What follows belongs to an exercise in optimizing a design on an open flow for small area; a production flow would make more cautious choices.
The RTL was checked by simulation tests, not by an equivalence proof against the original design.

**config.mk**
```make
export PLATFORM = sky130hd
export DESIGN_NAME = window_mult_pipe
export DESIGN_NICKNAME = window_mult_pipe
export VERILOG_FILES = /design/flow/design.v
export SDC_FILE = /design/flow/constraint.sdc
export NUM_CORES = 4
export LEC_CHECK = 0
export CAP_MARGIN = 20
export CORE_MARGIN = 2
export CORE_UTILIZATION = 70
export PLACE_DENSITY = 0.8
export SLEW_MARGIN = 20
export SYNTH_HIERARCHICAL = 1
```
**constraint.sdc**
```tcl
create_clock -name core_clock -period 6.5 [get_ports {clk}]
set_input_delay 1.3000 -clock core_clock [delete_from_list [all_inputs] [get_ports {clk}]]
set_output_delay 1.3000 -clock core_clock [all_outputs]
set_load 0.01 [all_outputs]
```
**design.v**
```verilog
module window_mult_pipe #(
  parameter int K   = 3,
  parameter int NI  = 8,
  parameter int NF  = 8,
  parameter int LAT = 2,
  parameter int CW  = 5
) (
  input  logic                            clk,
  input  logic                            rst_n,
  input  logic                            in_valid,
  output logic                            in_ready,
  input  logic                            sgn_i,
  input  logic [K*K*NI-1:0]               i_flat,
  input  logic [K*K*NF-1:0]               f_flat,
  input  logic [CW-1:0]                   row_in,
  input  logic [CW-1:0]                   col_in,
  input  logic                            done_in,
  output logic                            out_valid,
  input  logic                            out_ready,
  output logic [K*K*(NI+NF)-1:0]          d_flat,
  output logic [CW-1:0]                   row_out,
  output logic [CW-1:0]                   col_out,
  output logic                            done_out,
  output logic [NI+NF+$clog2(K*K)-1:0]    sum_o
);
  localparam int N  = K * K;
  localparam int W  = NI + NF;
  localparam int SW = W + $clog2(N);
  localparam int SB = 2 * CW + 1;
  logic w_en;
  assign w_en     = !out_valid || out_ready;
  assign in_ready = w_en;
  logic [2:0] r_vld;
  always_ff @(posedge clk or negedge rst_n) begin
    if (!rst_n)    r_vld <= '0;
    else if (w_en) r_vld <= {r_vld[1:0], in_valid};
  end
  assign out_valid = r_vld[2];
  logic [N*NI-1:0] r1_i;
  logic [N*NF-1:0] r1_f;
  logic            r1_s;
  logic [SB-1:0]   r1_sb, r2_sb, r3_sb;
  logic [N*W-1:0]  r2_d, r3_d;
  logic [N*W-1:0]  w_prod;
  for (genvar e = 0; e < N; e++) begin : g_lane
    wm_mul u_mul (.p(r1_i[e*NI +: NI]), .pn(~r1_i[e*NI +: NI]), .s(r1_s), .f(r1_f[e*NF +: NF]),
                  .fn(~r1_f[e*NF +: NF]), .y(w_prod[e*W +: W]));
  end
  always_ff @(posedge clk) begin
    if (w_en) begin
      r1_i  <= i_flat;
      r1_f  <= f_flat;
      r1_s  <= sgn_i;
      r1_sb <= {done_in, col_in, row_in};
      r2_d  <= w_prod;
      r2_sb <= r1_sb;
      r3_d  <= r2_d;
      r3_sb <= r2_sb;
    end
  end
  logic [SW-1:0] w_sum;
  wm_sum u_sum (.d(r3_d), .y(w_sum));
  assign d_flat   = r3_d;
  assign row_out  = r3_sb[CW-1:0];
  assign col_out  = r3_sb[2*CW-1:CW];
  assign done_out = r3_sb[2*CW];
  assign sum_o    = w_sum;
endmodule
module wm_fa1 (input logic a, input logic b, output logic s, output logic co);
  assign s  = ~(a ^ b);
  assign co = a | b;
endmodule
module wm_cpa20 (input logic [19:0] a, input logic [19:0] b, output logic [19:0] y);
  assign y = a + b;
endmodule
module wm_fa (input logic a, input logic b, input logic c, output logic s, output logic co);
  assign s  = a ^ b ^ c;
  assign co = (a & b) | (a & c) | (b & c);
endmodule
module wm_ha (input logic a, input logic b, output logic s, output logic co);
  assign s  = a ^ b;
  assign co = a & b;
endmodule
module wm_mul (
  input  logic [7:0]  p,
  input  logic [7:0]  pn,
  input  logic        s,
  input  logic [7:0]  f,
  input  logic [7:0]  fn,
  output logic [15:0] y
);
  wire q = s & p[7];
  wire pp1 = ~(pn[0] | fn[0]);
  wire pp2 = ~(pn[0] | fn[1]);
  wire pp3 = ~(pn[1] | fn[0]);
  wire pp4 = ~(pn[0] | fn[2]);
  wire pp5 = ~(pn[1] | fn[1]);
  wire pp6 = ~(pn[2] | fn[0]);
  wire pp7 = ~(pn[0] | fn[3]);
  wire pp8 = ~(pn[1] | fn[2]);
  wire pp9 = ~(pn[2] | fn[1]);
  wire pp10 = ~(pn[3] | fn[0]);
  wire pp11 = ~(pn[0] | fn[4]);
  wire pp12 = ~(pn[1] | fn[3]);
  wire pp13 = ~(pn[2] | fn[2]);
  wire pp14 = ~(pn[3] | fn[1]);
  wire pp15 = ~(pn[4] | fn[0]);
  wire pp16 = ~(pn[0] | fn[5]);
  wire pp17 = ~(pn[1] | fn[4]);
  wire pp18 = ~(pn[2] | fn[3]);
  wire pp19 = ~(pn[3] | fn[2]);
  wire pp20 = ~(pn[4] | fn[1]);
  wire pp21 = ~(pn[5] | fn[0]);
  wire pp22 = ~(pn[0] | fn[6]);
  wire pp23 = ~(pn[1] | fn[5]);
  wire pp24 = ~(pn[2] | fn[4]);
  wire pp25 = ~(pn[3] | fn[3]);
  wire pp26 = ~(pn[4] | fn[2]);
  wire pp27 = ~(pn[5] | fn[1]);
  wire pp28 = ~(pn[6] | fn[0]);
  wire pp29 = ~(pn[1] | fn[6]);
  wire pp30 = ~(pn[2] | fn[5]);
  wire pp31 = ~(pn[3] | fn[4]);
  wire pp32 = ~(pn[4] | fn[3]);
  wire pp33 = ~(pn[5] | fn[2]);
  wire pp34 = ~(pn[6] | fn[1]);
  wire pp35 = ~(pn[7] | fn[0]);
  wire pp36 = ~(p[0] & f[7]);
  wire pp37 = ~(pn[2] | fn[6]);
  wire pp38 = ~(pn[3] | fn[5]);
  wire pp39 = ~(pn[4] | fn[4]);
  wire pp40 = ~(pn[5] | fn[3]);
  wire pp41 = ~(pn[6] | fn[2]);
  wire pp42 = ~(pn[7] | fn[1]);
  wire pp43 = ~(p[1] & f[7]);
  wire pp44 = ~(q & f[0]);
  wire pp45 = ~(pn[3] | fn[6]);
  wire pp46 = ~(pn[4] | fn[5]);
  wire pp47 = ~(pn[5] | fn[4]);
  wire pp48 = ~(pn[6] | fn[3]);
  wire pp49 = ~(pn[7] | fn[2]);
  wire pp50 = ~(p[2] & f[7]);
  wire pp51 = ~(q & f[1]);
  wire pp52 = ~(pn[4] | fn[6]);
  wire pp53 = ~(pn[5] | fn[5]);
  wire pp54 = ~(pn[6] | fn[4]);
  wire pp55 = ~(pn[7] | fn[3]);
  wire pp56 = ~(p[3] & f[7]);
  wire pp57 = ~(q & f[2]);
  wire pp58 = ~(pn[5] | fn[6]);
  wire pp59 = ~(pn[6] | fn[5]);
  wire pp60 = ~(pn[7] | fn[4]);
  wire pp61 = ~(p[4] & f[7]);
  wire pp62 = ~(q & f[3]);
  wire pp63 = ~(pn[6] | fn[6]);
  wire pp64 = ~(pn[7] | fn[5]);
  wire pp65 = ~(p[5] & f[7]);
  wire pp66 = ~(q & f[4]);
  wire pp67 = ~(pn[7] | fn[6]);
  wire pp68 = ~(p[6] & f[7]);
  wire pp69 = ~(q & f[5]);
  wire pp70 = ~(p[7] & f[7]);
  wire pp71 = ~(q & f[6]);
  wire pp72 = (q & f[7]);
  wire s73, c74;
  wm_ha u_ha75 (.a(pp4), .b(pp5), .s(s73), .co(c74));
  wire s76, c77;
  wm_fa u_fa78 (.a(pp7), .b(pp8), .c(pp9), .s(s76), .co(c77));
  wire s79, c80;
  wm_ha u_ha81 (.a(pp10), .b(c74), .s(s79), .co(c80));
  wire s82, c83;
  wm_fa u_fa84 (.a(pp11), .b(pp12), .c(pp13), .s(s82), .co(c83));
  wire s85, c86;
  wm_fa u_fa87 (.a(pp14), .b(pp15), .c(c77), .s(s85), .co(c86));
  wire s88, c89;
  wm_ha u_ha90 (.a(c80), .b(s82), .s(s88), .co(c89));
  wire s91, c92;
  wm_fa u_fa93 (.a(pp16), .b(pp17), .c(pp18), .s(s91), .co(c92));
  wire s94, c95;
  wm_fa u_fa96 (.a(pp19), .b(pp20), .c(pp21), .s(s94), .co(c95));
  wire s97, c98;
  wm_fa u_fa99 (.a(c83), .b(s91), .c(s94), .s(s97), .co(c98));
  wire s100, c101;
  wm_ha u_ha102 (.a(c89), .b(c86), .s(s100), .co(c101));
  wire s103, c104;
  wm_fa u_fa105 (.a(pp22), .b(pp23), .c(pp24), .s(s103), .co(c104));
  wire s106, c107;
  wm_fa u_fa108 (.a(pp25), .b(pp26), .c(pp27), .s(s106), .co(c107));
  wire s109, c110;
  wm_fa u_fa111 (.a(pp28), .b(c92), .c(c95), .s(s109), .co(c110));
  wire s112, c113;
  wm_fa u_fa114 (.a(s103), .b(s106), .c(s109), .s(s112), .co(c113));
  wire s115, c116;
  wm_ha u_ha117 (.a(c98), .b(c101), .s(s115), .co(c116));
  wire s118, c119;
  wm_fa1 u_fk120 (.a(pp29), .b(pp30), .s(s118), .co(c119));
  wire s121, c122;
  wm_fa u_fa123 (.a(pp31), .b(pp32), .c(pp33), .s(s121), .co(c122));
  wire s124, c125;
  wm_fa u_fa126 (.a(pp34), .b(pp35), .c(pp36), .s(s124), .co(c125));
  wire s127, c128;
  wm_fa u_fa129 (.a(s118), .b(c104), .c(c107), .s(s127), .co(c128));
  wire s130, c131;
  wm_fa u_fa132 (.a(s121), .b(s124), .c(c110), .s(s130), .co(c131));
  wire s133, c134;
  wm_fa u_fa135 (.a(s127), .b(c116), .c(c113), .s(s133), .co(c134));
  wire s136, c137;
  wm_fa1 u_fk138 (.a(pp37), .b(pp38), .s(s136), .co(c137));
  wire s139, c140;
  wm_fa u_fa141 (.a(pp39), .b(pp40), .c(pp41), .s(s139), .co(c140));
  wire s142, c143;
  wm_fa u_fa144 (.a(pp42), .b(pp43), .c(pp44), .s(s142), .co(c143));
  wire s145, c146;
  wm_fa u_fa147 (.a(c119), .b(s136), .c(c122), .s(s145), .co(c146));
  wire s148, c149;
  wm_fa u_fa150 (.a(c125), .b(s139), .c(s142), .s(s148), .co(c149));
  wire s151, c152;
  wm_fa u_fa153 (.a(c128), .b(s145), .c(s148), .s(s151), .co(c152));
  wire s154, c155;
  wm_ha u_ha156 (.a(c131), .b(s151), .s(s154), .co(c155));
  wire s157, c158;
  wm_fa u_fa159 (.a(pp45), .b(pp46), .c(pp47), .s(s157), .co(c158));
  wire s160, c161;
  wm_fa u_fa162 (.a(pp48), .b(pp49), .c(pp50), .s(s160), .co(c161));
  wire s163, c164;
  wm_fa u_fa165 (.a(pp51), .b(c137), .c(c140), .s(s163), .co(c164));
  wire s166, c167;
  wm_fa u_fa168 (.a(c143), .b(s157), .c(s160), .s(s166), .co(c167));
  wire s169, c170;
  wm_fa u_fa171 (.a(c146), .b(s163), .c(c149), .s(s169), .co(c170));
  wire s172, c173;
  wm_fa u_fa174 (.a(s166), .b(c152), .c(s169), .s(s172), .co(c173));
  wire s175, c176;
  wm_fa u_fa177 (.a(pp52), .b(pp53), .c(pp54), .s(s175), .co(c176));
  wire s178, c179;
  wm_fa u_fa180 (.a(pp55), .b(pp56), .c(pp57), .s(s178), .co(c179));
  wire s181, c182;
  wm_fa u_fa183 (.a(c158), .b(c161), .c(s175), .s(s181), .co(c182));
  wire s184, c185;
  wm_fa u_fa186 (.a(s178), .b(c164), .c(c167), .s(s184), .co(c185));
  wire s187, c188;
  wm_fa u_fa189 (.a(s181), .b(c170), .c(s184), .s(s187), .co(c188));
  wire s190, c191;
  wm_fa u_fa192 (.a(pp58), .b(pp59), .c(pp60), .s(s190), .co(c191));
  wire s193, c194;
  wm_fa u_fa195 (.a(pp61), .b(pp62), .c(c176), .s(s193), .co(c194));
  wire s196, c197;
  wm_fa u_fa198 (.a(c179), .b(s190), .c(c182), .s(s196), .co(c197));
  wire s199, c200;
  wm_fa u_fa201 (.a(s193), .b(c185), .c(s196), .s(s199), .co(c200));
  wire s202, c203;
  wm_fa u_fa204 (.a(pp63), .b(pp64), .c(pp65), .s(s202), .co(c203));
  wire s205, c206;
  wm_fa u_fa207 (.a(pp66), .b(c191), .c(s202), .s(s205), .co(c206));
  wire s208, c209;
  wm_fa u_fa210 (.a(c194), .b(s205), .c(c197), .s(s208), .co(c209));
  wire s211, c212;
  wm_fa u_fa213 (.a(pp67), .b(pp68), .c(pp69), .s(s211), .co(c212));
  wire s214, c215;
  wm_fa u_fa216 (.a(c203), .b(s211), .c(c206), .s(s214), .co(c215));
  wire s217, c218;
  wm_fa u_fa219 (.a(pp70), .b(pp71), .c(c212), .s(s217), .co(c218));
  wire s220, c221;
  wm_ha u_ha222 (.a(pp2), .b(pp3), .s(s220), .co(c221));
  wire s223, c224;
  wm_fa u_fa225 (.a(pp6), .b(s73), .c(c221), .s(s223), .co(c224));
  wire s226, c227;
  wm_fa u_fa228 (.a(s76), .b(s79), .c(c224), .s(s226), .co(c227));
  wire s229, c230;
  wm_fa u_fa231 (.a(s88), .b(s85), .c(c227), .s(s229), .co(c230));
  wire s232, c233;
  wm_fa u_fa234 (.a(s97), .b(s100), .c(c230), .s(s232), .co(c233));
  wire s235, c236;
  wm_fa u_fa237 (.a(s115), .b(s112), .c(c233), .s(s235), .co(c236));
  wire s238, c239;
  wm_fa u_fa240 (.a(s130), .b(s133), .c(c236), .s(s238), .co(c239));
  wire s241, c242;
  wm_fa u_fa243 (.a(c134), .b(s154), .c(c239), .s(s241), .co(c242));
  wire s244, c245;
  wm_fa u_fa246 (.a(c155), .b(s172), .c(c242), .s(s244), .co(c245));
  wire s247, c248;
  wm_ha u_ha249 (.a(c173), .b(s187), .s(s247), .co(c248));
  wire s250, c251;
  wm_fa u_fa252 (.a(c188), .b(s199), .c(c248), .s(s250), .co(c251));
  wire s253, c254;
  wm_fa u_fa255 (.a(c200), .b(s208), .c(c251), .s(s253), .co(c254));
  wire s256, c257;
  wm_fa u_fa258 (.a(s214), .b(c209), .c(c254), .s(s256), .co(c257));
  wire s259, c260;
  wm_fa u_fa261 (.a(s217), .b(c215), .c(c257), .s(s259), .co(c260));
  wire x262 = pp72 ^ c218 ^ c260;
  wire y263 = s247 ^ c245;
  wire k264 = c245 & s247;
  wire y265 = s250 ^ k264;
  wire k266 = k264 & s250;
  wire y267 = s253 ^ k266;
  wire k268 = k266 & s253;
  wire y269 = s256 ^ k268;
  wire k270 = k268 & s256;
  wire y271 = s259 ^ k270;
  wire k272 = k270 & s259;
  wire y273 = x262 ^ k272;
  assign y = {y273, y271, y269, y267, y265, y263, s244, s241, s238, s235, s232, s229, s226, s223, s220, pp1};
endmodule
module wm_sum (
  input  logic [143:0] d,
  output logic [19:0]  y
);
  wire t1 = ~d[15];
  wire t2 = ~d[31];
  wire t3 = ~d[47];
  wire t4 = ~d[63];
  wire t5 = ~d[79];
  wire t6 = ~d[95];
  wire t7 = ~d[111];
  wire t8 = ~d[127];
  wire t9 = ~d[143];
  wire n10 = ~t1;
  wire n11 = ~t1;
  wire n12 = ~t1;
  wire s13, c14;
  wm_fa u_fa15 (.a(d[0]), .b(d[16]), .c(d[32]), .s(s13), .co(c14));
  wire s16, c17;
  wm_fa u_fa18 (.a(d[48]), .b(d[64]), .c(d[80]), .s(s16), .co(c17));
  wire s19, c20;
  wm_fa u_fa21 (.a(d[96]), .b(d[112]), .c(d[128]), .s(s19), .co(c20));
  wire s22, c23;
  wm_ha u_ha24 (.a(s13), .b(s16), .s(s22), .co(c23));
  wire s25, c26;
  wm_fa u_fa27 (.a(d[1]), .b(d[17]), .c(d[33]), .s(s25), .co(c26));
  wire s28, c29;
  wm_fa u_fa30 (.a(d[49]), .b(d[65]), .c(d[81]), .s(s28), .co(c29));
  wire s31, c32;
  wm_fa u_fa33 (.a(d[97]), .b(d[113]), .c(d[129]), .s(s31), .co(c32));
  wire s34, c35;
  wm_fa u_fa36 (.a(c14), .b(c17), .c(c20), .s(s34), .co(c35));
  wire s37, c38;
  wm_fa u_fa39 (.a(s25), .b(s28), .c(s31), .s(s37), .co(c38));
  wire s40, c41;
  wm_ha u_ha42 (.a(c23), .b(s34), .s(s40), .co(c41));
  wire s43, c44;
  wm_fa u_fa45 (.a(d[2]), .b(d[18]), .c(d[34]), .s(s43), .co(c44));
  wire s46, c47;
  wm_fa u_fa48 (.a(d[50]), .b(d[66]), .c(d[82]), .s(s46), .co(c47));
  wire s49, c50;
  wm_fa u_fa51 (.a(d[98]), .b(d[114]), .c(d[130]), .s(s49), .co(c50));
  wire s52, c53;
  wm_fa u_fa54 (.a(c26), .b(c29), .c(c32), .s(s52), .co(c53));
  wire s55, c56;
  wm_fa u_fa57 (.a(s43), .b(s46), .c(s49), .s(s55), .co(c56));
  wire s58, c59;
  wm_fa u_fa60 (.a(c35), .b(c38), .c(s52), .s(s58), .co(c59));
  wire s61, c62;
  wm_ha u_ha63 (.a(s55), .b(c41), .s(s61), .co(c62));
  wire s64, c65;
  wm_fa u_fa66 (.a(d[3]), .b(d[19]), .c(d[35]), .s(s64), .co(c65));
  wire s67, c68;
  wm_fa u_fa69 (.a(d[51]), .b(d[67]), .c(d[83]), .s(s67), .co(c68));
  wire s70, c71;
  wm_fa u_fa72 (.a(d[99]), .b(d[115]), .c(d[131]), .s(s70), .co(c71));
  wire s73, c74;
  wm_fa u_fa75 (.a(c44), .b(c47), .c(c50), .s(s73), .co(c74));
  wire s76, c77;
  wm_fa u_fa78 (.a(s64), .b(s67), .c(s70), .s(s76), .co(c77));
  wire s79, c80;
  wm_fa u_fa81 (.a(c53), .b(c56), .c(s73), .s(s79), .co(c80));
  wire s82, c83;
  wm_fa u_fa84 (.a(s76), .b(c59), .c(c62), .s(s82), .co(c83));
  wire s85, c86;
  wm_fa u_fa87 (.a(d[4]), .b(d[20]), .c(d[36]), .s(s85), .co(c86));
  wire s88, c89;
  wm_fa u_fa90 (.a(d[52]), .b(d[68]), .c(d[84]), .s(s88), .co(c89));
  wire s91, c92;
  wm_fa u_fa93 (.a(d[100]), .b(d[116]), .c(d[132]), .s(s91), .co(c92));
  wire s94, c95;
  wm_fa u_fa96 (.a(c65), .b(c68), .c(c71), .s(s94), .co(c95));
  wire s97, c98;
  wm_fa u_fa99 (.a(s85), .b(s88), .c(s91), .s(s97), .co(c98));
  wire s100, c101;
  wm_fa u_fa102 (.a(c74), .b(c77), .c(s94), .s(s100), .co(c101));
  wire s103, c104;
  wm_fa u_fa105 (.a(s97), .b(c80), .c(s100), .s(s103), .co(c104));
  wire s106, c107;
  wm_fa u_fa108 (.a(d[5]), .b(d[21]), .c(d[37]), .s(s106), .co(c107));
  wire s109, c110;
  wm_fa u_fa111 (.a(d[53]), .b(d[69]), .c(d[85]), .s(s109), .co(c110));
  wire s112, c113;
  wm_fa u_fa114 (.a(d[101]), .b(d[117]), .c(d[133]), .s(s112), .co(c113));
  wire s115, c116;
  wm_fa u_fa117 (.a(c86), .b(c89), .c(c92), .s(s115), .co(c116));
  wire s118, c119;
  wm_fa u_fa120 (.a(s106), .b(s109), .c(s112), .s(s118), .co(c119));
  wire s121, c122;
  wm_fa u_fa123 (.a(c95), .b(c98), .c(s115), .s(s121), .co(c122));
  wire s124, c125;
  wm_fa u_fa126 (.a(s118), .b(c101), .c(s121), .s(s124), .co(c125));
  wire s127, c128;
  wm_fa u_fa129 (.a(d[6]), .b(d[22]), .c(d[38]), .s(s127), .co(c128));
  wire s130, c131;
  wm_fa u_fa132 (.a(d[54]), .b(d[70]), .c(d[86]), .s(s130), .co(c131));
  wire s133, c134;
  wm_fa u_fa135 (.a(d[102]), .b(d[118]), .c(d[134]), .s(s133), .co(c134));
  wire s136, c137;
  wm_fa u_fa138 (.a(c107), .b(c110), .c(c113), .s(s136), .co(c137));
  wire s139, c140;
  wm_fa u_fa141 (.a(s127), .b(s130), .c(s133), .s(s139), .co(c140));
  wire s142, c143;
  wm_fa u_fa144 (.a(c116), .b(c119), .c(s136), .s(s142), .co(c143));
  wire s145, c146;
  wm_fa u_fa147 (.a(s139), .b(c122), .c(s142), .s(s145), .co(c146));
  wire s148, c149;
  wm_fa u_fa150 (.a(d[7]), .b(d[23]), .c(d[39]), .s(s148), .co(c149));
  wire s151, c152;
  wm_fa u_fa153 (.a(d[55]), .b(d[71]), .c(d[87]), .s(s151), .co(c152));
  wire s154, c155;
  wm_fa u_fa156 (.a(d[103]), .b(d[119]), .c(d[135]), .s(s154), .co(c155));
  wire s157, c158;
  wm_fa u_fa159 (.a(c128), .b(c131), .c(c134), .s(s157), .co(c158));
  wire s160, c161;
  wm_fa u_fa162 (.a(s148), .b(s151), .c(s154), .s(s160), .co(c161));
  wire s163, c164;
  wm_fa u_fa165 (.a(c137), .b(c140), .c(s157), .s(s163), .co(c164));
  wire s166, c167;
  wm_fa u_fa168 (.a(s160), .b(c143), .c(s163), .s(s166), .co(c167));
  wire s169, c170;
  wm_fa u_fa171 (.a(d[8]), .b(d[24]), .c(d[40]), .s(s169), .co(c170));
  wire s172, c173;
  wm_fa u_fa174 (.a(d[56]), .b(d[72]), .c(d[88]), .s(s172), .co(c173));
  wire s175, c176;
  wm_fa u_fa177 (.a(d[104]), .b(d[120]), .c(d[136]), .s(s175), .co(c176));
  wire s178, c179;
  wm_fa u_fa180 (.a(c149), .b(c152), .c(c155), .s(s178), .co(c179));
  wire s181, c182;
  wm_fa u_fa183 (.a(s169), .b(s172), .c(s175), .s(s181), .co(c182));
  wire s184, c185;
  wm_fa u_fa186 (.a(c158), .b(c161), .c(s178), .s(s184), .co(c185));
  wire s187, c188;
  wm_fa u_fa189 (.a(s181), .b(c164), .c(s184), .s(s187), .co(c188));
  wire s190, c191;
  wm_fa u_fa192 (.a(d[9]), .b(d[25]), .c(d[41]), .s(s190), .co(c191));
  wire s193, c194;
  wm_fa u_fa195 (.a(d[57]), .b(d[73]), .c(d[89]), .s(s193), .co(c194));
  wire s196, c197;
  wm_fa u_fa198 (.a(d[105]), .b(d[121]), .c(d[137]), .s(s196), .co(c197));
  wire s199, c200;
  wm_fa u_fa201 (.a(c170), .b(c173), .c(c176), .s(s199), .co(c200));
  wire s202, c203;
  wm_fa u_fa204 (.a(s190), .b(s193), .c(s196), .s(s202), .co(c203));
  wire s205, c206;
  wm_fa u_fa207 (.a(c179), .b(c182), .c(s199), .s(s205), .co(c206));
  wire s208, c209;
  wm_fa u_fa210 (.a(s202), .b(c185), .c(s205), .s(s208), .co(c209));
  wire s211, c212;
  wm_fa u_fa213 (.a(d[10]), .b(d[26]), .c(d[42]), .s(s211), .co(c212));
  wire s214, c215;
  wm_fa u_fa216 (.a(d[58]), .b(d[74]), .c(d[90]), .s(s214), .co(c215));
  wire s217, c218;
  wm_fa u_fa219 (.a(d[106]), .b(d[122]), .c(d[138]), .s(s217), .co(c218));
  wire s220, c221;
  wm_fa u_fa222 (.a(c191), .b(c194), .c(c197), .s(s220), .co(c221));
  wire s223, c224;
  wm_fa u_fa225 (.a(s211), .b(s214), .c(s217), .s(s223), .co(c224));
  wire s226, c227;
  wm_fa u_fa228 (.a(c200), .b(c203), .c(s220), .s(s226), .co(c227));
  wire s229, c230;
  wm_fa u_fa231 (.a(s223), .b(c206), .c(s226), .s(s229), .co(c230));
  wire s232, c233;
  wm_fa u_fa234 (.a(d[11]), .b(d[27]), .c(d[43]), .s(s232), .co(c233));
  wire s235, c236;
  wm_fa u_fa237 (.a(d[59]), .b(d[75]), .c(d[91]), .s(s235), .co(c236));
  wire s238, c239;
  wm_fa u_fa240 (.a(d[107]), .b(d[123]), .c(d[139]), .s(s238), .co(c239));
  wire s241, c242;
  wm_fa u_fa243 (.a(c212), .b(c215), .c(c218), .s(s241), .co(c242));
  wire s244, c245;
  wm_fa u_fa246 (.a(s232), .b(s235), .c(s238), .s(s244), .co(c245));
  wire s247, c248;
  wm_fa u_fa249 (.a(c221), .b(c224), .c(s241), .s(s247), .co(c248));
  wire s250, c251;
  wm_fa u_fa252 (.a(s244), .b(c227), .c(s247), .s(s250), .co(c251));
  wire s253, c254;
  wm_fa u_fa255 (.a(d[12]), .b(d[28]), .c(d[44]), .s(s253), .co(c254));
  wire s256, c257;
  wm_fa u_fa258 (.a(d[60]), .b(d[76]), .c(d[92]), .s(s256), .co(c257));
  wire s259, c260;
  wm_fa u_fa261 (.a(d[108]), .b(d[124]), .c(d[140]), .s(s259), .co(c260));
  wire s262, c263;
  wm_fa u_fa264 (.a(c233), .b(c236), .c(c239), .s(s262), .co(c263));
  wire s265, c266;
  wm_fa u_fa267 (.a(s253), .b(s256), .c(s259), .s(s265), .co(c266));
  wire s268, c269;
  wm_fa u_fa270 (.a(c242), .b(c245), .c(s262), .s(s268), .co(c269));
  wire s271, c272;
  wm_fa u_fa273 (.a(s265), .b(c248), .c(s268), .s(s271), .co(c272));
  wire s274, c275;
  wm_fa u_fa276 (.a(d[13]), .b(d[29]), .c(d[45]), .s(s274), .co(c275));
  wire s277, c278;
  wm_fa u_fa279 (.a(d[61]), .b(d[77]), .c(d[93]), .s(s277), .co(c278));
  wire s280, c281;
  wm_fa u_fa282 (.a(d[109]), .b(d[125]), .c(d[141]), .s(s280), .co(c281));
  wire s283, c284;
  wm_fa u_fa285 (.a(c254), .b(c257), .c(c260), .s(s283), .co(c284));
  wire s286, c287;
  wm_fa u_fa288 (.a(s274), .b(s277), .c(s280), .s(s286), .co(c287));
  wire s289, c290;
  wm_fa u_fa291 (.a(c263), .b(c266), .c(s283), .s(s289), .co(c290));
  wire s292, c293;
  wm_fa u_fa294 (.a(s286), .b(c269), .c(s289), .s(s292), .co(c293));
  wire s295, c296;
  wm_fa u_fa297 (.a(d[14]), .b(d[30]), .c(d[46]), .s(s295), .co(c296));
  wire s298, c299;
  wm_fa u_fa300 (.a(d[62]), .b(d[78]), .c(d[94]), .s(s298), .co(c299));
  wire s301, c302;
  wm_fa u_fa303 (.a(d[110]), .b(d[126]), .c(d[142]), .s(s301), .co(c302));
  wire s304, c305;
  wm_fa u_fa306 (.a(c275), .b(c278), .c(c281), .s(s304), .co(c305));
  wire s307, c308;
  wm_fa u_fa309 (.a(s295), .b(s298), .c(s301), .s(s307), .co(c308));
  wire s310, c311;
  wm_fa u_fa312 (.a(c284), .b(c287), .c(s304), .s(s310), .co(c311));
  wire s313, c314;
  wm_fa u_fa315 (.a(s307), .b(c290), .c(s310), .s(s313), .co(c314));
  wire s316, c317;
  wm_fa u_fa318 (.a(t2), .b(t3), .c(t4), .s(s316), .co(c317));
  wire s319, c320;
  wm_fa u_fa321 (.a(t5), .b(t6), .c(t7), .s(s319), .co(c320));
  wire s322, c323;
  wm_fa u_fa324 (.a(t8), .b(t9), .c(n10), .s(s322), .co(c323));
  wire s325, c326;
  wm_fa u_fa327 (.a(c296), .b(c299), .c(c302), .s(s325), .co(c326));
  wire s328, c329;
  wm_fa u_fa330 (.a(s316), .b(s319), .c(s322), .s(s328), .co(c329));
  wire s331, c332;
  wm_fa u_fa333 (.a(c305), .b(c308), .c(s325), .s(s331), .co(c332));
  wire s334, c335;
  wm_fa u_fa336 (.a(s328), .b(c311), .c(s331), .s(s334), .co(c335));
  wire s337, c338;
  wm_fa u_fa339 (.a(n11), .b(c317), .c(c320), .s(s337), .co(c338));
  wire s340, c341;
  wm_fa u_fa342 (.a(c323), .b(c326), .c(s337), .s(s340), .co(c341));
  wire s343, c344;
  wm_fa u_fa345 (.a(c329), .b(c332), .c(s340), .s(s343), .co(c344));
  wire s346, c347;
  wm_fa u_fa348 (.a(n12), .b(c338), .c(c341), .s(s346), .co(c347));
  wire s349, c350;
  wm_ha u_ha351 (.a(s19), .b(s22), .s(s349), .co(c350));
  wire s352, c353;
  wm_ha u_ha354 (.a(s37), .b(s40), .s(s352), .co(c353));
  wire s355, c356;
  wm_ha u_ha357 (.a(s58), .b(s61), .s(s355), .co(c356));
  wire s358, c359;
  wm_ha u_ha360 (.a(s79), .b(s82), .s(s358), .co(c359));
  wire s361, c362;
  wm_ha u_ha363 (.a(c83), .b(s103), .s(s361), .co(c362));
  wire s364, c365;
  wm_ha u_ha366 (.a(c104), .b(s124), .s(s364), .co(c365));
  wire s367, c368;
  wm_ha u_ha369 (.a(c125), .b(s145), .s(s367), .co(c368));
  wire s370, c371;
  wm_ha u_ha372 (.a(c146), .b(s166), .s(s370), .co(c371));
  wire s373, c374;
  wm_ha u_ha375 (.a(c167), .b(s187), .s(s373), .co(c374));
  wire s376, c377;
  wm_ha u_ha378 (.a(c188), .b(s208), .s(s376), .co(c377));
  wire s379, c380;
  wm_ha u_ha381 (.a(c209), .b(s229), .s(s379), .co(c380));
  wire s382, c383;
  wm_ha u_ha384 (.a(c230), .b(s250), .s(s382), .co(c383));
  wire s385, c386;
  wm_ha u_ha387 (.a(c251), .b(s271), .s(s385), .co(c386));
  wire s388, c389;
  wm_ha u_ha390 (.a(c272), .b(s292), .s(s388), .co(c389));
  wire s391, c392;
  wm_ha u_ha393 (.a(c293), .b(s313), .s(s391), .co(c392));
  wire s394, c395;
  wm_ha u_ha396 (.a(c314), .b(s334), .s(s394), .co(c395));
  wire s397, c398;
  wm_ha u_ha399 (.a(c335), .b(s343), .s(s397), .co(c398));
  wire s400, c401;
  wm_ha u_ha402 (.a(c344), .b(s346), .s(s400), .co(c401));
  wire s403, c404;
  wm_ha u_ha405 (.a(t1), .b(c347), .s(s403), .co(c404));
  wire [19:0] pfx406;
  wm_pfx20 u_pfx406 (.g({1'b0, c404, c401, c398, c395, c392, c389, c386, c383, c380, c377, c374, c371, c368, c365, c362, c359, c356, c353, c350}), .p({1'b1, s403, s400, s397, s394, s391, s388, s385, s382, s379, s376, s373, s370, s367, s364, s361, s358, s355, s352, s349}), .y(pfx406));
  assign y = {pfx406[19], pfx406[18], pfx406[17], pfx406[16], pfx406[15], pfx406[14], pfx406[13], pfx406[12], pfx406[11], pfx406[10], pfx406[9], pfx406[8], pfx406[7], pfx406[6], pfx406[5], pfx406[4], pfx406[3], pfx406[2], pfx406[1], pfx406[0]};
endmodule
module wm_pfx20 (
  input  logic [19:0] g,
  input  logic [19:0] p,
  output logic [19:0] y
);
  wire G1 = g[1] | (p[1] & g[0]);
  wire P2 = p[1] & p[0];
  wire G3 = g[3] | (p[3] & g[2]);
  wire P4 = p[3] & p[2];
  wire G5 = g[5] | (p[5] & g[4]);
  wire P6 = p[5] & p[4];
  wire G7 = g[7] | (p[7] & g[6]);
  wire P8 = p[7] & p[6];
  wire G9 = g[9] | (p[9] & g[8]);
  wire P10 = p[9] & p[8];
  wire G11 = g[11] | (p[11] & g[10]);
  wire P12 = p[11] & p[10];
  wire G13 = g[13] | (p[13] & g[12]);
  wire P14 = p[13] & p[12];
  wire G15 = g[15] | (p[15] & g[14]);
  wire P16 = p[15] & p[14];
  wire G17 = g[17] | (p[17] & g[16]);
  wire P18 = p[17] & p[16];
  wire G19 = g[19] | (p[19] & g[18]);
  wire P20 = p[19] & p[18];
  wire G21 = g[2] | (p[2] & G1);
  wire P22 = p[2] & P2;
  wire G23 = G3 | (P4 & G1);
  wire P24 = P4 & P2;
  wire G25 = g[6] | (p[6] & G5);
  wire P26 = p[6] & P6;
  wire G27 = G7 | (P8 & G5);
  wire P28 = P8 & P6;
  wire G29 = g[10] | (p[10] & G9);
  wire P30 = p[10] & P10;
  wire G31 = G11 | (P12 & G9);
  wire P32 = P12 & P10;
  wire G33 = g[14] | (p[14] & G13);
  wire P34 = p[14] & P14;
  wire G35 = G15 | (P16 & G13);
  wire P36 = P16 & P14;
  wire G37 = g[18] | (p[18] & G17);
  wire P38 = p[18] & P18;
  wire G39 = G19 | (P20 & G17);
  wire P40 = P20 & P18;
  wire G41 = g[4] | (p[4] & G23);
  wire P42 = p[4] & P24;
  wire G43 = G5 | (P6 & G23);
  wire P44 = P6 & P24;
  wire G45 = G25 | (P26 & G23);
  wire P46 = P26 & P24;
  wire G47 = G27 | (P28 & G23);
  wire P48 = P28 & P24;
  wire G49 = g[12] | (p[12] & G31);
  wire P50 = p[12] & P32;
  wire G51 = G13 | (P14 & G31);
  wire P52 = P14 & P32;
  wire G53 = G33 | (P34 & G31);
  wire P54 = P34 & P32;
  wire G55 = G35 | (P36 & G31);
  wire P56 = P36 & P32;
  wire G57 = g[8] | (p[8] & G47);
  wire P58 = p[8] & P48;
  wire G59 = G9 | (P10 & G47);
  wire P60 = P10 & P48;
  wire G61 = G29 | (P30 & G47);
  wire P62 = P30 & P48;
  wire G63 = G31 | (P32 & G47);
  wire P64 = P32 & P48;
  wire G65 = G49 | (P50 & G47);
  wire P66 = P50 & P48;
  wire G67 = G51 | (P52 & G47);
  wire P68 = P52 & P48;
  wire G69 = G53 | (P54 & G47);
  wire P70 = P54 & P48;
  wire G71 = G55 | (P56 & G47);
  wire P72 = P56 & P48;
  wire G73 = g[16] | (p[16] & G71);
  wire P74 = p[16] & P72;
  wire G75 = G17 | (P18 & G71);
  wire P76 = P18 & P72;
  wire G77 = G37 | (P38 & G71);
  wire P78 = P38 & P72;
  wire G79 = G39 | (P40 & G71);
  wire P80 = P40 & P72;
  assign y = {p[19] ^ G77, p[18] ^ G75, p[17] ^ G73, p[16] ^ G71, p[15] ^ G69, p[14] ^ G67, p[13] ^ G65, p[12] ^ G63, p[11] ^ G61, p[10] ^ G59, p[9] ^ G57, p[8] ^ G47, p[7] ^ G45, p[6] ^ G43, p[5] ^ G41, p[4] ^ G23, p[3] ^ G21, p[2] ^ G1, p[1] ^ g[0], p[0]};
endmodule
```
**flow/run.sh**
```bash
#!/bin/bash
# The standard layout, with the port buffers made of the smallest buffer and a clock tree
# without dummy loads. Each tool's output goes to orfs/logs; make's own output to flow_make.log.
set -euo pipefail
bash standard.sh \
  "BUFFER_PORTS_ARGS=-buffer_cell sky130_fd_sc_hd__buf_1" \
  "CTS_ARGS=-sink_clustering_enable -repair_clock_nets -dont_use_dummy_load -sink_clustering_size 18 -sink_clustering_max_diameter 60 -buf_list {sky130_fd_sc_hd__clkbuf_8}" \
  finish > flow_make.log 2>&1
```
**standard.sh**
```bash
#!/bin/bash
# synth_recipe.tcl (not shown) runs the flow's synth.tcl, then flattens the netlist and writes it again
# the make line also repeats each setting of config.mk as NAME=value (left out here)
make -C /OpenROAD-flow-scripts/flow DESIGN_CONFIG=/design/flow/config.mk WORK_HOME=/design/flow/orfs CLKGATE_MAP_FILE= SYNTH_SCRIPT=/design/flow/synth_recipe.tcl "${@:-finish}"
```
==> results.cfg, run 1 <==
[cells_and_area]
syn2layout_area_growth_pct = 4.46
final_common_cell = fa_1
stdcell_area_sq_um = 34800
nets = 3480
final_cell_mix = fa_1 (574), nor2_1 (513), edfxtp_1 (466)
filler_cell_count = 2980
post-route-util = 0.744
drive_gt1_frac = 0.0354
n_antenna_cell = 0

[worst_setup_path]
end_kind = output pin
critPathKind = reg2out
crit_path_cell_trace = fa_1 -> fa_1 -> fa_1 -> fa_1 -> ha_4 -> a21o_1 -> nor3b_4 -> o311ai_4 -> o31ai_4 -> ha_2 -> nor2_1 -> xnor2_1 -> buf_2
cp_slowest_cell = fa_1
cp_slowest_stage_delay_ns = 0.54
rrSetupSlack_ns = 0.67
rr_endpoint = r2_d[15]
crit_end = sum_o[17]
worstPathArrival_ns = 5.08
cp_common_cell = fa_1
critical_path.startpoint = r3_d[100]
worstReg2RegStart = r1_f[2]
worstPathMaxFanout = 4
crit_path_start_kind = flip-flop
cp.buffers_inverters = 1
crit_cells = 13
ff2ff_path_depth = 18
cp_top_family = adder cells
required_ns = 5.20

[die]
initial_core_util = 0.713
fp-row-count = 79
die-height_um = 222
die-area_sq_um = 49400
ioPinCount = 337
die_x_um = 222
core_sq_um = 46800

[hold_path]
hold_class = reg2reg

[synth]
syn_inst = 2404
yosys_warnings = 7
syn_area_per_cell_sq_um = 13.9
synthesis.area_sq_um = 33300

[place]
placed_area_sq_um = 34000
dp_hpwl_mm = 59.8
gp_congestion = 0.924
numPortBuffers = 336

[global_route]
grt_util_all_layers = 0.316
antenna_found_initial = 0
grt_max_degree = 185
overflow = 0
grt_pass1_wl_mm = 115
grt_pass1_vias = 20300

[sta]
relSlewSlack = 0.307
tns_ns = 0
min_period_ns = 6.38
worst_pin_slew_ns = 1.04
hold_violations = 0
final-max-slew-violation-count = 0
period_share = 0.982
clock_skew_ns = 0.0552
setup_viol_count_final = 0
max_freq_mhz = 157

[cts]
cts-htree-levels = 2
cts_tree = yes
cts_root_buf = clkbuf_8
numCtsBuffers = 41
clkSinkCount = 469
cts_hold_buffers = 0
ctsLongestPathBuffers = 3
clkTransAtPathRegs_ns = 0.10
clk_latency_ns = 0.65

[drt]
wl_met2_mm = 36.1
wl_met3_mm = 6.85
top_layer = met4
dr.first_iter.drc_count = 1845
vias = 18500
via_per_inst = 5.81
drtAntennaViolNets = 0
wl_mm = 73.8
drc = 0
wl_met1_mm = 27.8
drt_first_pass_iters = 6
routedWlPerCell_um = 23.2

[status]
status = no timing/DRC/antenna violations

[run]
max-cap-violations = 0
-- cell type report --
cell class              instances  area [sq um]  area share
multi-input cells            1489         17200       0.493
well taps                     607           759      0.0218
flip-flops and latches        469         14100       0.404
inverters                     220           826      0.0237
clock buffers                  41           564      0.0162
repair buffers                351          1410      0.0406
-- routing by layer --
metal / vias up / GRT usage
met2: 869 / 0.502
met3: 133 / 0.0738
li1: 7799 / -
met1: 9665 / 0.433
met4: 0 / 0.122
met5: - / 0
-- state kept, by name, indices dropped and copies added, names as in the netlist --
register and flops:
r2_sb 11, r_vld 3, r1_s 1, r1_f 72
r1_sb 11, r3_sb 11, r1_i 72, r2_d 144
r3_d 144
-- worst min path at each step --
stage / depth (start not counted) / from / to
after floorplan: 0 / r1_sb[0] / r2_sb[0]
after global placement: 0 / r1_sb[0] / r2_sb[0]
after detailed placement: 0 / r2_d[133] / r3_d[133]
after CTS: 0 / r2_d[42] / r3_d[42]
after global routing: 0 / r2_d[42] / r3_d[42]
final: 0 / r2_d[42] / r3_d[42]
-- repair_timing --
item                                    in CTS  in global routing
endpoints found under the setup margin       2                  5
cloned                                       0                  0
pin swaps                                    2                 13
endpoints found under the hold margin        0                  0
buffers inserted                             0                  8
resized for setup                            1                 31
-- metrics by stage --
step / hold slack, ns / instances / setup slack (ns)
after floorplan: 0.400 / 2404 / 0.661
after global placement: 0.401 / 3128 / 0.768
after detailed placement: 0.405 / 3128 / 0.690
after CTS: 0.366 / 3169 / 0.0346
after global routing: 0.377 / 3177 / -0.0437
final: 0.374 / 3177 / 0.117
==> run 2: changes to the inputs <==
--- a/config.mk
+++ b/config.mk
@@ -7,7 +7,7 @@
 export LEC_CHECK = 0
 export CAP_MARGIN = 20
 export CORE_MARGIN = 2
-export CORE_UTILIZATION = 70
-export PLACE_DENSITY = 0.8
+export CORE_UTILIZATION = 60
+export PLACE_DENSITY = 0.72
 export SLEW_MARGIN = 20
 export SYNTH_HIERARCHICAL = 1
==> run 2 against run 1 <==
Still clean. Utilization down 11 points. Flip-flop and latch count unchanged. Clock-buffer cell count up 7. Hold slack worse by 0.030 ns. Register-to-register slack better by 0.07 ns. Die area up 16%. Synthesized cell count unchanged. Critical path type unchanged. Critical endpoint unchanged. Largest cell class unchanged. Highest routed layer unchanged.
==> results.cfg, run 2 <==
[worst_setup_path]
cp_slowest_cell = fa_1
rr_endpoint = r2_d[95]
worstPathMaxFanout = 3
cp_common_cell = fa_1
ff2ff_path_depth = 18
crit_path_start_kind = flip-flop
worstReg2RegStart = r1_i[40]
rrSetupSlack_ns = 0.74
crit_path_cell_trace = fa_1 -> fa_1 -> fa_1 -> fa_1 -> ha_4 -> o211ai_1 -> a211oi_4 -> o311ai_4 -> o31ai_4 -> ha_2 -> nor2_1 -> xnor2_1 -> clkbuf_2
worstPathArrival_ns = 5.08
cp_slowest_stage_delay_ns = 0.54
required_ns = 5.20
cp_top_family = adder cells
critPathKind = reg2out
end_kind = output pin
cp.buffers_inverters = 1

[die]
ioPinCount = 337
initial_core_util = 0.606
fp-row-count = 86
die-height_um = 240
core_sq_um = 55000
die_x_um = 240
die-area_sq_um = 57400

[drt]
via_per_inst = 5.45
dr.first_iter.drc_count = 1410
wl_mm = 74.3
drc = 0
routedWlPerCell_um = 22.3
drtAntennaViolNets = 0
vias = 18200
drt_first_pass_iters = 7

[synth]
synthesis.area_sq_um = 33300
yosys_warnings = 7
syn_area_per_cell_sq_um = 13.9
syn_inst = 2404

[cts]
cts_root_buf = clkbuf_8
cts_hold_buffers = 0
numCtsBuffers = 48
clk_latency_ns = 0.70
clkSinkCount = 469
cts-htree-levels = 2
clkTransAtPathRegs_ns = 0.09
ctsLongestPathBuffers = 3
cts_tree = yes

[cells_and_area]
syn2layout_area_growth_pct = 5.45
final_cell_mix = fa_1 (582), nor2_1 (513), edfxtp_1 (466)
seqCellArea_sq_um = 14100
final_cells = 3336
n_antenna_cell = 0
final_common_cell = fa_1
post-route-util = 0.639
largestRegisters = r2_d x144, r3_d x144
nets = 3498
multi_input_area_sq_um = 17200
drive_gt1_frac = 0.0398
filler_cell_count = 4084

[sta]
setup_viol_count_final = 0
clock_skew_ns = 0.112
relSlewSlack = 0.376
hold_violations = 0
timing.hold.ws_ns = 0.345
tns_ns = 0
worst_pin_slew_ns = 0.935
worst_slack_ns = 0.124
min_period_ns = 6.38
max_freq_mhz = 157
period_share = 0.981
final-max-slew-violation-count = 0
rsz0062_at_grt = yes

[place]
dp_hpwl_mm = 60.1
numPortBuffers = 336
dp.cells = 3273
dp_slack_ns = 0.666
gp_congestion = 0.894

[status]
status = no timing/DRC/antenna violations

[hold_path]
holdCritStartpoint = r2_d[133]
whs_endpoint = r3_d[133]
worstHoldPathCells = 0
hold_class = reg2reg

[global_route]
met3_usage = 0.0667
grt_util_all_layers = 0.273
grt_pass1_vias = 20100
met2_usage = 0.434
grt-busiest-layer = met2
grt_pass1_wl_mm = 115
antenna_found_initial = 2
met1_usage = 0.377
overflow = 0
grt_max_degree = 173

[run]
max-cap-violations = 0
run 2: timing repair:
item	4_1_cts	5_1_grt
gates resized for setup	1	20
setup endpoints to repair	2	8
cloned	0	0
pin swaps	1	12
buffers inserted	1	14
run 2: worst max path at each step:
| stage | from | endpoint | slack (ns) | cells past startpoint |
|---|---|---|---|---|
| 4_1_cts | r3_d[4] | sum_o[15] | 0.02 | 12 |
| 5_1_grt | r3_d[97] | sum_o[9] | -0.12 | 15 |
| 2_1_floorplan | out_ready | in_ready | 0.66 | 1 |
| 6_report | r3_d[1] | sum_o[17] | 0.12 | 13 |
| 3_5_place_dp | r3_d[20] | sum_o[15] | 0.67 | 12 |
| 3_3_place_gp | r3_d[20] | sum_o[15] | 0.71 | 12 |
run 2: layout make-up:
type | instances | area share
clock buffers | 48 | 0.0188
inverters | 220 | 0.0235
multi-input cells | 1489 | 0.488
flip-flops and latches | 469 | 0.400
well taps | 748 | 0.0266
repair buffers | 362 | 0.0422
run 2: through the flow:
stage / area [sq um]
2_1_floorplan: 33300
3_3_place_gp: 34200
3_5_place_dp: 34200
4_1_cts: 34900
5_1_grt: 35100
6_report: 35100
run 2: metal layers:
layer  vias to the layer above  share of wire
li1                       7830              -
met1                      9547           0.40
met2                       716           0.48
met3                       103          0.090
met4                         0          0.033
met5                         -              0
==> run 3: changes to the inputs <==
--- a/design.v
+++ b/design.v
@@ -66,10 +66,6 @@
   assign done_out = r3_sb[2*CW];
   assign sum_o    = w_sum;
 endmodule
-module wm_fa1 (input logic a, input logic b, output logic s, output logic co);
-  assign s  = ~(a ^ b);
-  assign co = a | b;
-endmodule
 module wm_cpa20 (input logic [19:0] a, input logic [19:0] b, output logic [19:0] y);
   assign y = a + b;
 endmodule
@@ -193,27 +189,27 @@
   wire s115, c116;
   wm_ha u_ha117 (.a(c98), .b(c101), .s(s115), .co(c116));
   wire s118, c119;
-  wm_fa1 u_fk120 (.a(pp29), .b(pp30), .s(s118), .co(c119));
+  wm_fa u_fk120 (.a(1'b1), .b(pp29), .c(pp30), .s(s118), .co(c119));
   wire s121, c122;
   wm_fa u_fa123 (.a(pp31), .b(pp32), .c(pp33), .s(s121), .co(c122));
   wire s124, c125;
   wm_fa u_fa126 (.a(pp34), .b(pp35), .c(pp36), .s(s124), .co(c125));
   wire s127, c128;
-  wm_fa u_fa129 (.a(s118), .b(c104), .c(c107), .s(s127), .co(c128));
+  wm_fa u_fa129 (.a(c104), .b(c107), .c(s118), .s(s127), .co(c128));
   wire s130, c131;
   wm_fa u_fa132 (.a(s121), .b(s124), .c(c110), .s(s130), .co(c131));
   wire s133, c134;
   wm_fa u_fa135 (.a(s127), .b(c116), .c(c113), .s(s133), .co(c134));
   wire s136, c137;
-  wm_fa1 u_fk138 (.a(pp37), .b(pp38), .s(s136), .co(c137));
+  wm_fa u_fk138 (.a(1'b1), .b(pp37), .c(pp38), .s(s136), .co(c137));
   wire s139, c140;
   wm_fa u_fa141 (.a(pp39), .b(pp40), .c(pp41), .s(s139), .co(c140));
   wire s142, c143;
   wm_fa u_fa144 (.a(pp42), .b(pp43), .c(pp44), .s(s142), .co(c143));
   wire s145, c146;
-  wm_fa u_fa147 (.a(c119), .b(s136), .c(c122), .s(s145), .co(c146));
+  wm_fa u_fa147 (.a(c119), .b(c122), .c(c125), .s(s145), .co(c146));
   wire s148, c149;
-  wm_fa u_fa150 (.a(c125), .b(s139), .c(s142), .s(s148), .co(c149));
+  wm_fa u_fa150 (.a(s136), .b(s139), .c(s142), .s(s148), .co(c149));
   wire s151, c152;
   wm_fa u_fa153 (.a(c128), .b(s145), .c(s148), .s(s151), .co(c152));
   wire s154, c155;
==> config.mk (replaced) <==
export PLATFORM = sky130hd
export DESIGN_NAME = window_mult_pipe
export DESIGN_NICKNAME = window_mult_pipe
export VERILOG_FILES = /design/flow/design.v
export SDC_FILE = /design/flow/constraint.sdc
export NUM_CORES = 4
export LEC_CHECK = 0
export CAP_MARGIN = 0
export CORE_MARGIN = 2
export CORE_UTILIZATION = 76
export PLACE_DENSITY = 0.86
export SLEW_MARGIN = 0
export SYNTH_HIERARCHICAL = 1
==> run 3 against run 2 <==
Die area decreased by 21%. First-iteration DRC count is 52% higher. Routed wire length fell by 0.50%. Via count increased by 2.4%. Critical path depth unchanged. Clock-buffer cell count decreased by 10. Largest cell class unchanged.
==> results.cfg, run 3 <==
[die]
initial_core_util = 0.771
die_x_um = 213
die-area_sq_um = 45400
ioPinCount = 337
fp-row-count = 76
die-height_um = 213
core_sq_um = 43100

[cells_and_area]
nets = 3430
final_cells = 3105
largestRegisters = r2_d x144, r3_d x144
post-route-util = 0.805
final_cell_mix = fa_1 (598), nor2_1 (513), edfxtp_1 (466)
drive_gt1_frac = 0.0349
syn2layout_area_growth_pct = 4.38
filler_cell_count = 2451
stdcell_area_sq_um = 34700
final_common_cell = fa_1
n_antenna_cell = 0

[sta]
clock_skew_ns = 0.0820
final-max-slew-violation-count = 0
setup_viol_count_final = 0
worst_pin_slew_ns = 1.07
tns_ns = 0
period_share = 0.978
min_period_ns = 6.36
max_freq_mhz = 157
relSlewSlack = 0.289
hold_violations = 0

[cts]
cts_hold_buffers = 0
clkSinkCount = 469
cts-htree-levels = 2
cts_tree = yes
ctsLongestPathBuffers = 3
cts_root_buf = clkbuf_8
clkTransAtPathRegs_ns = 0.10
clk_latency_ns = 0.65
numCtsBuffers = 38

[worst_setup_path]
critPathKind = reg2out
worstPathArrival_ns = 5.06
cp_slowest_cell = fa_1
end_kind = output pin
worstReg2RegStart = r1_f[34]
required_ns = 5.20
rrSetupSlack_ns = 0.60
worstPathMaxFanout = 4
cp_common_cell = fa_1
rr_endpoint = r2_d[79]
crit_path_start_kind = flip-flop
ff2ff_path_depth = 18
crit_path_cell_trace = fa_1 -> fa_1 -> fa_1 -> fa_1 -> ha_2 -> nand3_2 -> nor3b_4 -> o311ai_4 -> o31ai_4 -> ha_2 -> nor2_1 -> xnor2_1 -> clkbuf_2
cp_slowest_stage_delay_ns = 0.57

[global_route]
grt_util_all_layers = 0.345
grt_pass1_vias = 20000
antenna_found_initial = 1
overflow = 0
grt_pass1_wl_mm = 113
grt_max_degree = 174

[synth]
synthesis.area_sq_um = 33200
yosys_warnings = 7
syn_area_per_cell_sq_um = 14.2
syn_inst = 2341

[run]
max-cap-violations = 0

[drt]
vias = 18600
via_per_inst = 6.00
drc = 0
routedWlPerCell_um = 23.8
dr.first_iter.drc_count = 2145
drt_first_pass_iters = 6
wl_mm = 73.9
drtAntennaViolNets = 0

[hold_path]
holdCritStartpoint = r2_d[100]
hold_class = reg2reg
whs_endpoint = r3_d[100]
worstHoldPathCells = 0

[place]
dp.cells = 3054
gp_congestion = 0.913
dp_hpwl_mm = 59.4
placed_area_sq_um = 33900
numPortBuffers = 336

[status]
status = no timing/DRC/antenna violations
==> run 3: worst max-delay path by stage <==
stage               startpoint        end  slack, ns
finish                r3_d[71]  sum_o[17]       0.14
global route           r3_d[5]  sum_o[17]      -0.04
CTS                  r3_d[104]  sum_o[17]       0.03
detailed placement     r1_i[1]   r2_d[15]       0.67
global placement       r1_f[2]   r2_d[15]       0.76
floorplan            out_ready   in_ready       0.66
==> run 3: cell type report <==
| class | instances | area (sq um) | area share |
|---|---|---|---|
| Multi-Input combinational cell | 1507 | 17300 | 0.500 |
| Sequential cell | 469 | 14100 | 0.406 |
| Timing Repair Buffer | 358 | 1470 | 0.0423 |
| Tap cell | 585 | 732 | 0.0211 |
| Inverter | 148 | 556 | 0.0160 |
| Clock buffer | 38 | 523 | 0.0151 |
==> run 3: per-layer routing <==
layer,track usage,share of wire,up-vias
li1,-,-,7663
met1,0.477,0.37,9777
met2,0.552,0.49,1046
met3,0.0747,0.096,146
met4,0.130,0.042,0
met5,0,0,-
==> run 3: per-stage QoR <==
stage | hold slack, ns | setup slack (ns)
finish | 0.368 | 0.143
global route | 0.377 | -0.0380
CTS | 0.375 | 0.0268
detailed placement | 0.405 | 0.674
global placement | 0.400 | 0.765
floorplan | 0.400 | 0.661
==> run 3: repair_timing <==
action | 4_1_cts | 5_1_grt
pin swaps | 0 | 12
setup endpoints to repair | 2 | 4
setup buffers | 1 | 12
resized for setup | 0 | 22
hold endpoints to repair | 0 | 0
==> run 3: critical path: cells and delay by family (launching register included) <==
kind,cells,cell delay [ns]
and+or+nand+nor,3,0.51
buffers and inverters,1,0.15
xor gates and xnor gates,1,0.13
DFF,1,0.50
adders and majority gates,6,2.59
AOI/OAI and AO/OA,2,0.52
==> run 4: changes to the inputs <==
--- a/config.mk
+++ b/config.mk
@@ -5,9 +5,10 @@
 export SDC_FILE = /design/flow/constraint.sdc
 export NUM_CORES = 4
 export LEC_CHECK = 0
-export CAP_MARGIN = 0
+export ABC_CLOCK_PERIOD_IN_PS = 3500
+export CAP_MARGIN = 20
 export CORE_MARGIN = 2
 export CORE_UTILIZATION = 76
 export PLACE_DENSITY = 0.86
-export SLEW_MARGIN = 0
+export SLEW_MARGIN = 20
 export SYNTH_HIERARCHICAL = 1
==> run 4 against run 3 <==
Still clean. Fmax is the same. Hold slack is the same. Critical path depth is the same. Routed wire length is the same. Die area is the same. Register-to-register slack is essentially flat. Non-clock buffer count is the same. First-iteration DRC count is the same.
==> results.cfg, run 4 <==
[worst_setup_path]
crit_path_start_kind = flip-flop
critPathKind = reg2out
worstPathArrival_ns = 5.06
worstPathMaxFanout = 4
end_kind = output pin
required_ns = 5.20

[drt]
routedWlPerCell_um = 23.8
wl_mm = 73.9
dr.first_iter.drc_count = 2145
drt_first_pass_iters = 6
via_per_inst = 6.00
vias = 18600
drc = 0
drtAntennaViolNets = 0

[synth]
syn_area_per_cell_sq_um = 14.2
synthesis.area_sq_um = 33200
syn_inst = 2341
yosys_warnings = 7

[die]
initial_core_util = 0.771
fp-row-count = 76
die-height_um = 213
ioPinCount = 337
die-area_sq_um = 45400
core_sq_um = 43100
die_x_um = 213

[place]
gp_congestion = 0.913
numPortBuffers = 336
dp.cells = 3054
dp_hpwl_mm = 59.4

[cells_and_area]
syn2layout_area_growth_pct = 4.38
filler_cell_count = 2451
post-route-util = 0.805
seqCellArea_sq_um = 14100
largestRegisters = r2_d x144, r3_d x144
final_cell_mix = fa_1 (598), nor2_1 (513), edfxtp_1 (466)
n_antenna_cell = 0
drive_gt1_frac = 0.0349
multi_input_area_sq_um = 17300
final_common_cell = fa_1
nets = 3430
final_cells = 3105

[cts]
ctsLongestPathBuffers = 3
cts_root_buf = clkbuf_8
clk_latency_ns = 0.65
cts-htree-levels = 2
clkSinkCount = 469
cts_hold_buffers = 0
numCtsBuffers = 38
cts_tree = yes
clkTransAtPathRegs_ns = 0.10

[global_route]
overflow = 0
antenna_found_initial = 1
grt_pass1_vias = 20000
grt_util_all_layers = 0.345
grt_pass1_wl_mm = 113
grt_max_degree = 174

[run]
max-cap-violations = 0

[sta]
max_freq_mhz = 157
min_period_ns = 6.36
worst_pin_slew_ns = 1.07
clock_skew_ns = 0.0820
setup_viol_count_final = 0
timing.hold.ws_ns = 0.368
hold_violations = 0
tns_ns = 0
period_share = 0.978
relSlewSlack = 0.289
final-max-slew-violation-count = 0

[hold_path]
hold_class = reg2reg

[status]
status = no timing/DRC/antenna violations
[run 4: area by class of cell]
| cell class | instances | share of cell area |
|---|---|---|
| Multi-Input combinational cell | 1507 | 0.500 |
| Clock buffer | 38 | 0.0151 |
| Tap cell | 585 | 0.0211 |
| Timing Repair Buffer | 358 | 0.0423 |
| Inverter | 148 | 0.0160 |
| Sequential cell | 469 | 0.406 |
[run 4: per-layer routing]
metal	up-vias	GRT usage	wire, um
met5	-	0	0
li1	7663	-	-
met2	1046	0.552	36400
met1	9777	0.477	27200
met4	0	0.130	3140
met3	146	0.0747	7130
[run 4: worst paths after layout]
path / depth (start not counted) / end / startpoint / slack, ns
hold reg to reg: 0 / r3_d[100] / r2_d[100] / 0.37
setup reg to reg: 18 / r2_d[79] / r1_f[34] / 0.60
min in group asynchronous: 1 / r_vld[1] / rst_n / 0.47
hold / removal: 0 / r3_d[100] / r2_d[100] / 0.37
setup / recovery: 13 / sum_o[17] / r3_d[71] / 0.14
max in group asynchronous: 1 / r_vld[2] / rst_n / 5.87
[run 4: worst max-delay path, stage by stage, from the launching register on]
cell	delay, ns
edfxtp_1	0.50
fa_1	0.48
fa_1	0.45
fa_1	0.57
fa_1	0.43
ha_2	0.42
nand3_2	0.16
nor3b_4	0.30
o311ai_4	0.15
o31ai_4	0.37
ha_2	0.24
nor2_1	0.05
xnor2_1	0.13
clkbuf_2	0.15
[run 4: per-stage QoR]
stage	cell area, sq um	worst slack [ns]
floorplan	33200	0.661
global placement	33900	0.765
detailed placement	33900	0.674
CTS	34500	0.0268
global route	34700	-0.0380
finish	34700	0.143
[run 4: repair_timing]
| item | 4_1_cts | 5_1_grt |
|---|---|---|
| pin swaps | 0 | 12 |
| cloned | 0 | 0 |
| endpoints found under the setup margin | 2 | 4 |
| resized for setup | 0 | 22 |
| buffers inserted | 1 | 12 |
==> run 5: changes to the inputs <==
--- a/config.mk
+++ b/config.mk
@@ -5,7 +5,6 @@
 export SDC_FILE = /design/flow/constraint.sdc
 export NUM_CORES = 4
 export LEC_CHECK = 0
-export ABC_CLOCK_PERIOD_IN_PS = 3500
 export CAP_MARGIN = 20
 export CORE_MARGIN = 2
 export CORE_UTILIZATION = 76
==> run 5 against run 4 <==
Largest cell class unchanged. Flip-flop and latch count stayed put. Synthesized cell count stayed put. Cell count stayed put. Setup slack stayed put. Global-route usage stayed put. Utilization stayed put. Routed wire length stayed put. Die area stayed put. Via count stayed put. Highest routed layer unchanged. Register-to-register slack hardly changed.
==> results.cfg, run 5 <==
[status]
status = no timing/DRC/antenna violations

[run]
max-cap-violations = 0

[global_route]
grt_util_all_layers = 0.345
grt_pass1_vias = 20000
grt_max_degree = 174
grt_pass1_wl_mm = 113
overflow = 0
antenna_found_initial = 1

[die]
ioPinCount = 337
die-area_sq_um = 45400
die-height_um = 213
fp-row-count = 76
initial_core_util = 0.771
die_x_um = 213
core_sq_um = 43100

[sta]
min_period_ns = 6.36
setup_viol_count_final = 0
relSlewSlack = 0.289
tns_ns = 0
clock_skew_ns = 0.0820
max_freq_mhz = 157
period_share = 0.978
final-max-slew-violation-count = 0
hold_violations = 0
timing.hold.ws_ns = 0.368
worst_pin_slew_ns = 1.07

[cells_and_area]
n_antenna_cell = 0
nets = 3430
final_cell_mix = fa_1 (598), nor2_1 (513), edfxtp_1 (466)
final_common_cell = fa_1
final_cells = 3105
largestRegisters = r2_d x144, r3_d x144
syn2layout_area_growth_pct = 4.38
drive_gt1_frac = 0.0349

[drt]
routedWlPerCell_um = 23.8
drc = 0
drt_first_pass_iters = 6
dr.first_iter.drc_count = 2145
via_per_inst = 6.00
vias = 18600
drtAntennaViolNets = 0
wl_mm = 73.9

[worst_setup_path]
worstPathArrival_ns = 5.06
critical_path.startpoint = r3_d[71]
worstPathMaxFanout = 4
crit_path_cell_trace = fa_1 -> fa_1 -> fa_1 -> fa_1 -> ha_2 -> nand3_2 -> nor3b_4 -> o311ai_4 -> o31ai_4 -> ha_2 -> nor2_1 -> xnor2_1 -> clkbuf_2
cp_slowest_stage_delay_ns = 0.57
cp_common_cell = fa_1
critPathKind = reg2out
end_kind = output pin
required_ns = 5.20
worstReg2RegStart = r1_f[34]
crit_path_start_kind = flip-flop
cp_slowest_cell = fa_1

[hold_path]
holdCritStartpoint = r2_d[100]
hold_class = reg2reg

[cts]
ctsLongestPathBuffers = 3
clk_latency_ns = 0.65
numCtsBuffers = 38
cts-htree-levels = 2
cts_tree = yes
cts_hold_buffers = 0
cts_root_buf = clkbuf_8
clkTransAtPathRegs_ns = 0.10
clkSinkCount = 469

[synth]
syn_inst = 2341
yosys_warnings = 7
syn_area_per_cell_sq_um = 14.2
synthesis.area_sq_um = 33200

[place]
dp.cells = 3054
numPortBuffers = 336
gp_congestion = 0.913
dp_hpwl_mm = 59.4
-- run 5: cell type report --
| cell class | instances | area, sq um |
|---|---|---|
| Clock buffer | 38 | 523 |
| Fill cell | 2451 | 8400 |
| Inverter | 148 | 556 |
| Multi-Input combinational cell | 1507 | 17300 |
| Sequential cell | 469 | 14100 |
| Tap cell | 585 | 732 |
| Timing Repair Buffer | 358 | 1470 |
-- run 5: stage by stage --
stage	instance area, sq um	util	worst slack (ns)
finish	34700	0.805	0.143
global route	34700	0.805	-0.0380
CTS	34500	0.800	0.0268
detailed placement	33900	0.788	0.674
global placement	33900	0.788	0.765
floorplan	33200	-	0.661
-- run 5: final timing paths --
kind	end	cells past startpoint	slack (ns)
worst max-delay path	sum_o[17]	13	0.14
worst min-delay path	r3_d[100]	0	0.37
worst max register to register	r2_d[79]	18	0.60
worst min register to register	r3_d[100]	0	0.37
max in group asynchronous	r_vld[2]	1	5.87
min in group asynchronous	r_vld[1]	1	0.47
-- run 5: critical path: cells and delay by family, from the launching register on --
kind,cells,cell delay [ns]
adders and majority gates,6,2.59
AOI/OAI and AO/OA,2,0.52
and+or+nand+nor,3,0.51
DFF,1,0.50
buffers and inverters,1,0.15
xor gates and xnor gates,1,0.13
-- run 5: per-layer routing --
layer / share of wire / GRT usage
met3: 0.096 / 0.0747
met2: 0.49 / 0.552
met5: 0 / 0
met1: 0.37 / 0.477
met4: 0.042 / 0.130
-- run 5: repair_timing --
action | in CTS | in global routing
gates resized for setup | 0 | 22
pin swaps | 0 | 12
endpoints found under the setup margin | 2 | 4
setup buffers | 1 | 12

-- re-timing with driven ports --
The flow's constraints put no driver on any port. The routed layouts listed below were extracted and timed again, unchanged, in two steps. Step 1 (the two cells are an assumption about what drives the block):
set clk [get_ports {clk}]
set_driving_cell -lib_cell sky130_fd_sc_hd__clkbuf_16 $clk
set_driving_cell -lib_cell sky130_fd_sc_hd__buf_2 [delete_from_list [all_inputs] $clk]
Step 2 also shifts input and output timing later by t, the mid clock arrival at the registers, as if the neighbouring blocks saw the same clock. Slacks: no drivers / after step 1 / after step 2; pairs: no drivers / after step 1.
run | t (ns) | slack for setup (ns) | worst setup path after step 2 | slew at the worst register clock pin (ns) | worst data-port slew with drivers (ns)
run 1 | 0.680 | 0.117 / 0.061 / 0.667 | register to register | 0.12 / 0.12 | 0.06
run 2 | 0.697 | 0.124 / 0.070 / 0.744 | register to register | 0.11 / 0.11 | 0.04
run 3 | 0.667 | 0.143 / 0.088 / 0.600 | register to register | 0.11 / 0.11 | 0.07
run 4 | 0.667 | 0.143 / 0.088 / 0.600 | register to register | 0.11 / 0.11 | 0.07
run 5 | 0.667 | 0.143 / 0.088 / 0.600 | register to register | 0.11 / 0.11 | 0.07
After both steps setup and hold are still met in every run listed.
